Source: an optimization exercise on an open RTL-to-GDS flow (aim: small area). Production flows keep margins and buffers that such runs may drop. In this exercise RTL edits were held to simulation tests only and were not proved equivalent to the original.

==> design.v <==
`default_nettype none
package fm_pkg;
    typedef logic signed [32-1:0] sample_t;
    typedef struct packed {
        sample_t first;
        sample_t second;
    } stereo_pair_t;
    function automatic sample_t dequantise(input sample_t a, input sample_t b);
        logic signed [32-1:0] prod;
        prod = a * b;
        dequantise = prod >>> 10;
    endfunction
endpackage
`default_nettype wire
`default_nettype none
module sample_fifo #(
    parameter int WIDTH = 32,
    parameter int DEPTH = 16
) (
    input  wire logic             clock,
    input  wire logic             i_arst_n,
    input  wire logic             i_wr,
    input  wire logic [WIDTH-1:0] i_din,
    output logic                  o_full,
    input  wire logic             i_rd,
    output logic [WIDTH-1:0]      o_dout,
    output logic                  o_empty
);
    localparam int AW = $clog2(DEPTH);
    logic [WIDTH-1:0] mem [DEPTH];
    logic [AW:0] wr_ptr;
    logic [AW:0] rd_ptr;
    logic        do_wr;
    logic        do_rd;
    assign do_wr = i_wr && !o_full;
    assign do_rd = i_rd && !o_empty;
    always_ff @(posedge clock or negedge i_arst_n) begin
        if (!i_arst_n) begin
            wr_ptr <= '0;
            rd_ptr <= '0;
        end else begin
            if (do_wr) begin
                wr_ptr <= wr_ptr + 1'b1;
            end
            if (do_rd) begin
                rd_ptr <= rd_ptr + 1'b1;
            end
        end
    end
    always_ff @(posedge clock) begin
        if (do_wr) begin
            mem[wr_ptr[AW-1:0]] <= i_din;
        end
    end
    assign o_empty = (wr_ptr == rd_ptr);
    assign o_full  = (wr_ptr[AW] != rd_ptr[AW]) &&
                     (wr_ptr[AW-1:0] == rd_ptr[AW-1:0]);
    assign o_dout = mem[rd_ptr[AW-1:0]];
endmodule
`default_nettype wire
`default_nettype none
module stereo_matrix (
    input  wire logic                 clock,
    input  wire logic                 i_arst_n,
    input  wire fm_pkg::stereo_pair_t i_in_pair,
    input  wire logic                 i_in_empty,
    output logic                      o_in_rd,
    output fm_pkg::stereo_pair_t      o_out_pair,
    output logic                      o_out_wr,
    input  wire logic                 i_out_full
);
    logic valid_q;
    logic drain;
    assign drain = valid_q && !i_out_full;
    assign o_in_rd = !i_in_empty && (!valid_q || drain);
    always_ff @(posedge clock or negedge i_arst_n) begin
        if (!i_arst_n) begin
            valid_q <= 1'b0;
        end else if (o_in_rd) begin
            valid_q <= 1'b1;
        end else if (drain) begin
            valid_q <= 1'b0;
        end
    end
    always_ff @(posedge clock) begin
        if (o_in_rd) begin
            o_out_pair.first  <= i_in_pair.first + i_in_pair.second;
            o_out_pair.second <= i_in_pair.first - i_in_pair.second;
        end
    end
    assign o_out_wr = valid_q;
endmodule
`default_nettype wire
`default_nettype none
module deemphasis_iir (
    input  wire logic                 clock,
    input  wire logic                 i_arst_n,
    input  wire fm_pkg::stereo_pair_t i_in_pair,
    input  wire logic                 i_in_wr,
    output logic                      o_in_full,
    output fm_pkg::stereo_pair_t      o_out_pair,
    output logic                      o_out_wr,
    input  wire logic                 i_out_full
);
    function automatic fm_pkg::sample_t iir_step(
        input fm_pkg::sample_t x,
        input fm_pkg::sample_t x1,
        input fm_pkg::sample_t y1
    );
        iir_step = fm_pkg::dequantise((32'sd178), x) +
               fm_pkg::dequantise((32'sd178), x1) +
               fm_pkg::dequantise((-32'sd666), y1);
    endfunction
    logic            valid_q;
    logic            accept;
    logic            drain;
    fm_pkg::sample_t left_x1;
    fm_pkg::sample_t left_y1;
    fm_pkg::sample_t right_x1;
    fm_pkg::sample_t right_y1;
    fm_pkg::sample_t left_y;
    fm_pkg::sample_t right_y;
    assign drain     = valid_q && !i_out_full;
    assign o_in_full = valid_q && i_out_full;
    assign accept    = i_in_wr && !o_in_full;
    assign left_y  = iir_step(i_in_pair.first, left_x1, left_y1);
    assign right_y = iir_step(i_in_pair.second, right_x1, right_y1);
    always_ff @(posedge clock or negedge i_arst_n) begin
        if (!i_arst_n) begin
            valid_q  <= 1'b0;
            left_x1  <= '0;
            left_y1  <= '0;
            right_x1 <= '0;
            right_y1 <= '0;
        end else if (accept) begin
            valid_q  <= 1'b1;
            left_x1  <= i_in_pair.first;
            left_y1  <= left_y;
            right_x1 <= i_in_pair.second;
            right_y1 <= right_y;
        end else if (drain) begin
            valid_q <= 1'b0;
        end
    end
    always_ff @(posedge clock) begin
        if (accept) begin
            o_out_pair.first  <= left_y;
            o_out_pair.second <= right_y;
        end
    end
    assign o_out_wr = valid_q;
endmodule
`default_nettype wire
`default_nettype none
module volume_gain (
    input  wire logic                 clock,
    input  wire logic                 i_arst_n,
    input  wire logic                 i_volume_wr,
    input  wire fm_pkg::sample_t      i_volume,
    input  wire fm_pkg::stereo_pair_t i_in_pair,
    input  wire logic                 i_in_wr,
    output logic                      o_in_full,
    output fm_pkg::sample_t           o_left,
    output fm_pkg::sample_t           o_right,
    output logic                      o_out_wr,
    input  wire logic                 i_left_full,
    input  wire logic                 i_right_full
);
    logic            valid_q;
    logic            out_blocked;
    logic            accept;
    fm_pkg::sample_t volume;
    fm_pkg::sample_t left_gain;
    fm_pkg::sample_t right_gain;
    assign out_blocked = i_left_full || i_right_full;
    assign o_out_wr    = valid_q && !out_blocked;
    assign o_in_full   = valid_q && out_blocked;
    assign accept      = i_in_wr && !o_in_full;
    always_ff @(posedge clock or negedge i_arst_n) begin
        if (!i_arst_n) begin
            volume <= (32'sd1024);
        end else if (i_volume_wr) begin
            volume <= i_volume;
        end
    end
    always_ff @(posedge clock or negedge i_arst_n) begin
        if (!i_arst_n) begin
            valid_q <= 1'b0;
        end else if (accept) begin
            valid_q <= 1'b1;
        end else if (o_out_wr) begin
            valid_q <= 1'b0;
        end
    end
    always_comb begin
        left_gain  = fm_pkg::dequantise(i_in_pair.first, volume) <<< (14 - 10);
        right_gain = fm_pkg::dequantise(i_in_pair.second, volume) <<< (14 - 10);
    end
    always_ff @(posedge clock) begin
        if (accept) begin
            o_left  <= left_gain;
            o_right <= right_gain;
        end
    end
endmodule
`default_nettype wire
`default_nettype none
module fm_stereo_top (
    input  wire logic                 clock,
    input  wire logic                 i_arst_n,
    input  wire logic                 i_mpx_wr,
    input  wire fm_pkg::stereo_pair_t i_mpx,
    output logic                      o_mpx_full,
    input  wire logic                 i_volume_wr,
    input  wire fm_pkg::sample_t      i_volume,
    input  wire logic                 i_left_rd,
    output fm_pkg::sample_t           o_left_data,
    output logic                      o_left_empty,
    input  wire logic                 i_right_rd,
    output fm_pkg::sample_t           o_right_data,
    output logic                      o_right_empty
);
    fm_pkg::stereo_pair_t mpx_pair;
    logic                 mpx_empty;
    logic                 mpx_rd;
    fm_pkg::stereo_pair_t mtx_pair;
    logic                 mtx_wr;
    logic                 mtx_full;
    fm_pkg::stereo_pair_t iir_pair;
    logic                 iir_wr;
    logic                 iir_full;
    fm_pkg::sample_t      gain_left;
    fm_pkg::sample_t      gain_right;
    logic                 gain_wr;
    logic                 left_full;
    logic                 right_full;
    sample_fifo #(
        .WIDTH(2 * 32),
        .DEPTH(16)
    ) u_mpx_fifo (
        .clock   (clock),
        .i_arst_n(i_arst_n),
        .i_wr    (i_mpx_wr),
        .i_din   (i_mpx),
        .o_full  (o_mpx_full),
        .i_rd    (mpx_rd),
        .o_dout  (mpx_pair),
        .o_empty (mpx_empty)
    );
    stereo_matrix u_stereo_matrix (
        .clock     (clock),
        .i_arst_n  (i_arst_n),
        .i_in_pair (mpx_pair),
        .i_in_empty(mpx_empty),
        .o_in_rd   (mpx_rd),
        .o_out_pair(mtx_pair),
        .o_out_wr  (mtx_wr),
        .i_out_full(mtx_full)
    );
    deemphasis_iir u_deemphasis_iir (
        .clock     (clock),
        .i_arst_n  (i_arst_n),
        .i_in_pair (mtx_pair),
        .i_in_wr   (mtx_wr),
        .o_in_full (mtx_full),
        .o_out_pair(iir_pair),
        .o_out_wr  (iir_wr),
        .i_out_full(iir_full)
    );
    volume_gain u_volume_gain (
        .clock       (clock),
        .i_arst_n    (i_arst_n),
        .i_volume_wr (i_volume_wr),
        .i_volume    (i_volume),
        .i_in_pair   (iir_pair),
        .i_in_wr     (iir_wr),
        .o_in_full   (iir_full),
        .o_left      (gain_left),
        .o_right     (gain_right),
        .o_out_wr    (gain_wr),
        .i_left_full (left_full),
        .i_right_full(right_full)
    );
    sample_fifo #(
        .WIDTH(32),
        .DEPTH(16)
    ) u_left_fifo (
        .clock   (clock),
        .i_arst_n(i_arst_n),
        .i_wr    (gain_wr),
        .i_din   (gain_left),
        .o_full  (left_full),
        .i_rd    (i_left_rd),
        .o_dout  (o_left_data),
        .o_empty (o_left_empty)
    );
    sample_fifo #(
        .WIDTH(32),
        .DEPTH(16)
    ) u_right_fifo (
        .clock   (clock),
        .i_arst_n(i_arst_n),
        .i_wr    (gain_wr),
        .i_din   (gain_right),
        .o_full  (right_full),
        .i_rd    (i_right_rd),
        .o_dout  (o_right_data),
        .o_empty (o_right_empty)
    );
endmodule
`default_nettype wire
==> run.sh <==
#!/bin/bash
# synth_recipe.tcl (not shown) runs the flow's synth.tcl, then flattens the netlist and writes it again
# the make line also repeats each setting of config.mk as NAME=value (left out here)
make -C /OpenROAD-flow-scripts/flow DESIGN_CONFIG=/design/flow/config.mk WORK_HOME=/design/flow/orfs CLKGATE_MAP_FILE= SYNTH_SCRIPT=/design/flow/synth_recipe.tcl finish
==> config.mk <==
export PLATFORM = sky130hd
export DESIGN_NAME = fm_stereo_top
export DESIGN_NICKNAME = fm_stereo_top
export VERILOG_FILES = /design/flow/design.v
export SDC_FILE = /design/flow/constraint.sdc
export NUM_CORES = 4
export LEC_CHECK = 0
export CAP_MARGIN = 20
export CORE_MARGIN = 2
export CORE_UTILIZATION = 40
export SLEW_MARGIN = 20
==> constraint.sdc <==
create_clock -name core_clock -period 9.0 [get_ports {clock}]
set_input_delay 1.8000 -clock core_clock [delete_from_list [all_inputs] [get_ports {clock}]]
set_output_delay 1.8000 -clock core_clock [all_outputs]
set_load 0.01 [all_outputs]
==> notes.md <==
[worst max-delay path, delay by kind of cell (launching register included)]
| family | cells | cell delay (ns) |
|---|---|---|
| muxes | 1 | 0.29 |
| DFF | 1 | 0.47 |
| AOI/OAI and AO/OA | 13 | 3.23 |
| xor gates and xnor gates | 1 | 0.15 |
| and+or+nand+nor | 4 | 0.44 |
| buffers and inverters | 2 | 0.09 |
| adders and majority gates | 8 | 3.42 |
[kinds of logic (layout without fill, tap and decap cells)]
family | after synthesis | in the layout | share of synthesized area [%]
AOI/OAI and AO/OA | 568 | 568 | 2.74
and+or+nand+nor | 1785 | 1785 | 6.18
xor gates and xnor gates | 412 | 412 | 2.72
adders and majority gates | 2283 | 2283 | 28.4
DFF | 2023 | 2023 | 45.1
other | 1 | 16 | 0.00283
muxes | 575 | 575 | 9.38
buffers and inverters | 1905 | 2195 | 5.46
[flip-flops by register name, indices dropped and copies added (netlist names), 22 cells and up]
name	flops
u_mpx_fifo.mem	992
u_left_fifo.mem	352
u_right_fifo.mem	352
u_stereo_matrix.o_out_pair	61
u_deemphasis_iir.o_out_pair	48
u_volume_gain.volume	32
u_deemphasis_iir.right_x1	31
u_deemphasis_iir.left_x1	30
u_deemphasis_iir.left_y1	24
u_deemphasis_iir.right_y1	24
u_volume_gain.o_left	22
u_volume_gain.o_right	22
[cells in the mapped netlist, types with 6 or more instances]
cell type | number | area share [%]
xor2_1 | 95 | 0.63
fa_1 | 1212 | 18
buf_1 | 51 | 0.14
nor2b_1 | 36 | 0.17
o21ai_0 | 141 | 0.53
buf_4 | 20 | 0.11
or3_1 | 14 | 0.066
a211oi_1 | 16 | 0.091
xnor2_1 | 317 | 2.1
dfrtp_1 | 173 | 3.3
nor4_1 | 7 | 0.033
nor3_1 | 67 | 0.25
and4_1 | 7 | 0.046
nor2_1 | 200 | 0.57
edfxtp_1 | 1849 | 42
a21oi_1 | 158 | 0.60
ha_1 | 1071 | 10
and3_1 | 21 | 0.099
and2_1 | 375 | 1.8
nand2_1 | 954 | 2.7
o31ai_1 | 10 | 0.057
o21bai_1 | 21 | 0.12
o31a_1 | 8 | 0.053
a41oi_1 | 6 | 0.040
nand4_1 | 21 | 0.099
mux2_2 | 45 | 0.38
mux4_2 | 530 | 9.0
o21a_1 | 58 | 0.33
a31oi_1 | 17 | 0.080
o211ai_1 | 11 | 0.062
clkbuf_1 | 301 | 0.85
buf_2 | 12 | 0.045
nand2b_1 | 26 | 0.12
inv_1 | 1521 | 4.3
a211o_1 | 7 | 0.046
a21o_1 | 57 | 0.32
a2111oi_0 | 7 | 0.046
nand3_1 | 35 | 0.13
or4_1 | 9 | 0.051
[layout make-up]
type,instances,share of cell area (%)
Clock buffer,258,3.83
Clock inverter,145,1.24
Multi-Input combinational cell,5631,44.8
Tap cell,4366,3.72
Antenna cell,8,0.0136
Inverter,1521,3.89
Timing Repair Buffer,271,1.72
Sequential cell,2023,40.8
[worst paths after layout]
check                                                   from                             to  slack (ns)  cells after the start
worst min-delay path                    u_mpx_fifo.wr_ptr[4]           u_mpx_fifo.wr_ptr[4]        0.49                      1
worst max-delay path            u_deemphasis_iir.right_y1[7]  u_deemphasis_iir.right_y1[22]        0.78                     29
min in group asynchronous                           i_arst_n          u_left_fifo.rd_ptr[0]        0.94                      1
worst max register to register  u_deemphasis_iir.right_y1[7]  u_deemphasis_iir.right_y1[22]        0.78                     29
max in group asynchronous                           i_arst_n  u_deemphasis_iir.right_y1[19]        6.90                      2
worst min register to register          u_mpx_fifo.wr_ptr[4]           u_mpx_fifo.wr_ptr[4]        0.49                      1
[per-layer routing]
metal  vias to the layer above  track usage (%)
met5                         -                0
met2                      1726             32.4
met4                        16             5.22
met3                       428             2.17
li1                      32800                -
met1                     38500             24.1
[metrics by stage]
| stage | setup WS (ns) |
|---|---|
| 2_1_floorplan | 1.67 |
| 3_3_place_gp | 0.770 |
| 3_5_place_dp | 0.832 |
| 4_1_cts | 0.761 |
| 5_1_grt | 0.333 |
| 6_report | 0.778 |
==> impl_metrics.toml <==
[die]
core_area_sq_um = 330000
die_w_microns = 580
ios = 169
die_area_sq_um = 336000
die_h_microns = 580
rows = 211
start_util_pct = 40.2

[critical_path]
cpMostUsedCell = "fa_1"
required_ns = 9.72
critPathMaxStageDelay_ns = 0.68
crit_path_end_kind = "register"
crit_fanout = 6
crit_type = "register to register"
cp.arrival_ns = 8.94
critPathLaunchType = "register"
crit_slowest_cell = "a2111oi_0"

[final_layout]
multi_input_area_sq_um = 65700
final_common_cell = "edfxtp_1"
drive_gt1_share_pct = 11.1
design_area_sq_um = 147000
stdcell_count = 14200
syn2layout_area_growth_pct = 10.6
finish.utilization_pct = 44.4
ff_latch_area_sq_um = 59900
filler_cell_count = 29400
mostFrequentLayoutCells = "edfxtp_1 (1,849), inv_1 (1,520), fa_1 (1,212), ha_1 (1,071), nand2_1 (953)"
nets = 12100

[grt]
grt_use_total_pct = 18.5
grt_pass1_wl_mm = 479
grt_overflow = 0
grt_max_degree = 110
grt_pass1_vias = 80200
grt_antenna_before_repair = 16

[routing]
top_layer = "met5"
met2_length_mm = 155
drc = 0
drt_wl_total_mm = 306
wl_per_cell_microns = 21.5
dr_wl_met3_mm = 14.3
vias = 73500
vias_per_cell = 5.17
drt.antenna.violating_nets = 0
drt_iter0_markers = 4551
drt_pass1_iterations = 5
wl_met1_mm = 128

[placed_design]
numPortBuffers = 158
dpl_cell_area_sq_um = 139000
hpwl_mm = 206
place_congestion = 0.844
dp_cells = 13800

[clock_tree]
cts_tree = "yes"
cts_made_buffers = 217
insertion_delay_ns = 0.91
post_cts_buffers = 0
clk_pin_slew_ns = 0.06
cts.sink_count = 2023
ctsResizeCount = 0
max-clock-path-buffers = 4
root_buffer = "clkbuf_16"
hold_buffers = 0
htree_num_levels = 4

[synth]
ys.flop_type = "edfxtp_1"
ys_seq_area_share_pct = 45.1
synth_edf_count = 1849
syn_area_sq_um = 133000
ys_seq_elements = 2023
syn_area_per_cell_sq_um = 13.9
synth.distinct_cells = 72
yosysWarnings = 5
synthArstFlopShare_pct = 8.60
syn_inst = 9552

[timing]
rsz0062_at_grt = "false"
min_period_ns = 8.22
tightest_slew_ns = 1.18
finalMaxSlewViolations = 0
relSlewSlack_pct = 21.4
holdWs_ns = 0.489
finalCritPeriodShare_pct = 91.4
skew_ns = 0.0789
hold_viol = 0
setup_violations = 0
finalSetupTns_ns = 0
fmax_mhz = 122

[flow_run]
maxCapViolCount = 0

[run_status]
outcome = "timing/DRC/antenna clean"

[worst_hold_path]
hold_class = "register to register"

re-timing with driven ports:
How much do the figures lean on ideal ports? The routed layout below was timed once more, with nothing changed but the port constraints. Step 1 (the two cells are an assumption about what drives the block):
set clk [get_ports {clock}]
set_driving_cell -lib_cell sky130_fd_sc_hd__clkbuf_16 $clk
set_driving_cell -lib_cell sky130_fd_sc_hd__buf_2 [delete_from_list [all_inputs] $clk]
Step 2 adds t to the input delays and takes it off the output delays; t is the mean of the earliest and latest rising clock arrival at the registers after step 1. Input paths then give back, and output paths get back, about the clock's delay inside the block. Slacks: no drivers / after step 1 / after step 2; pairs: no drivers / after step 1.
shift t [ns]: 0.972
setup slack, ns: 0.778 / 0.778 / 0.778
worst setup path at the end: register to register
After both steps setup and hold are still met in this run. The setup slack of this run moves by 0.000 ns with the drivers and by 0.000 ns with both steps.
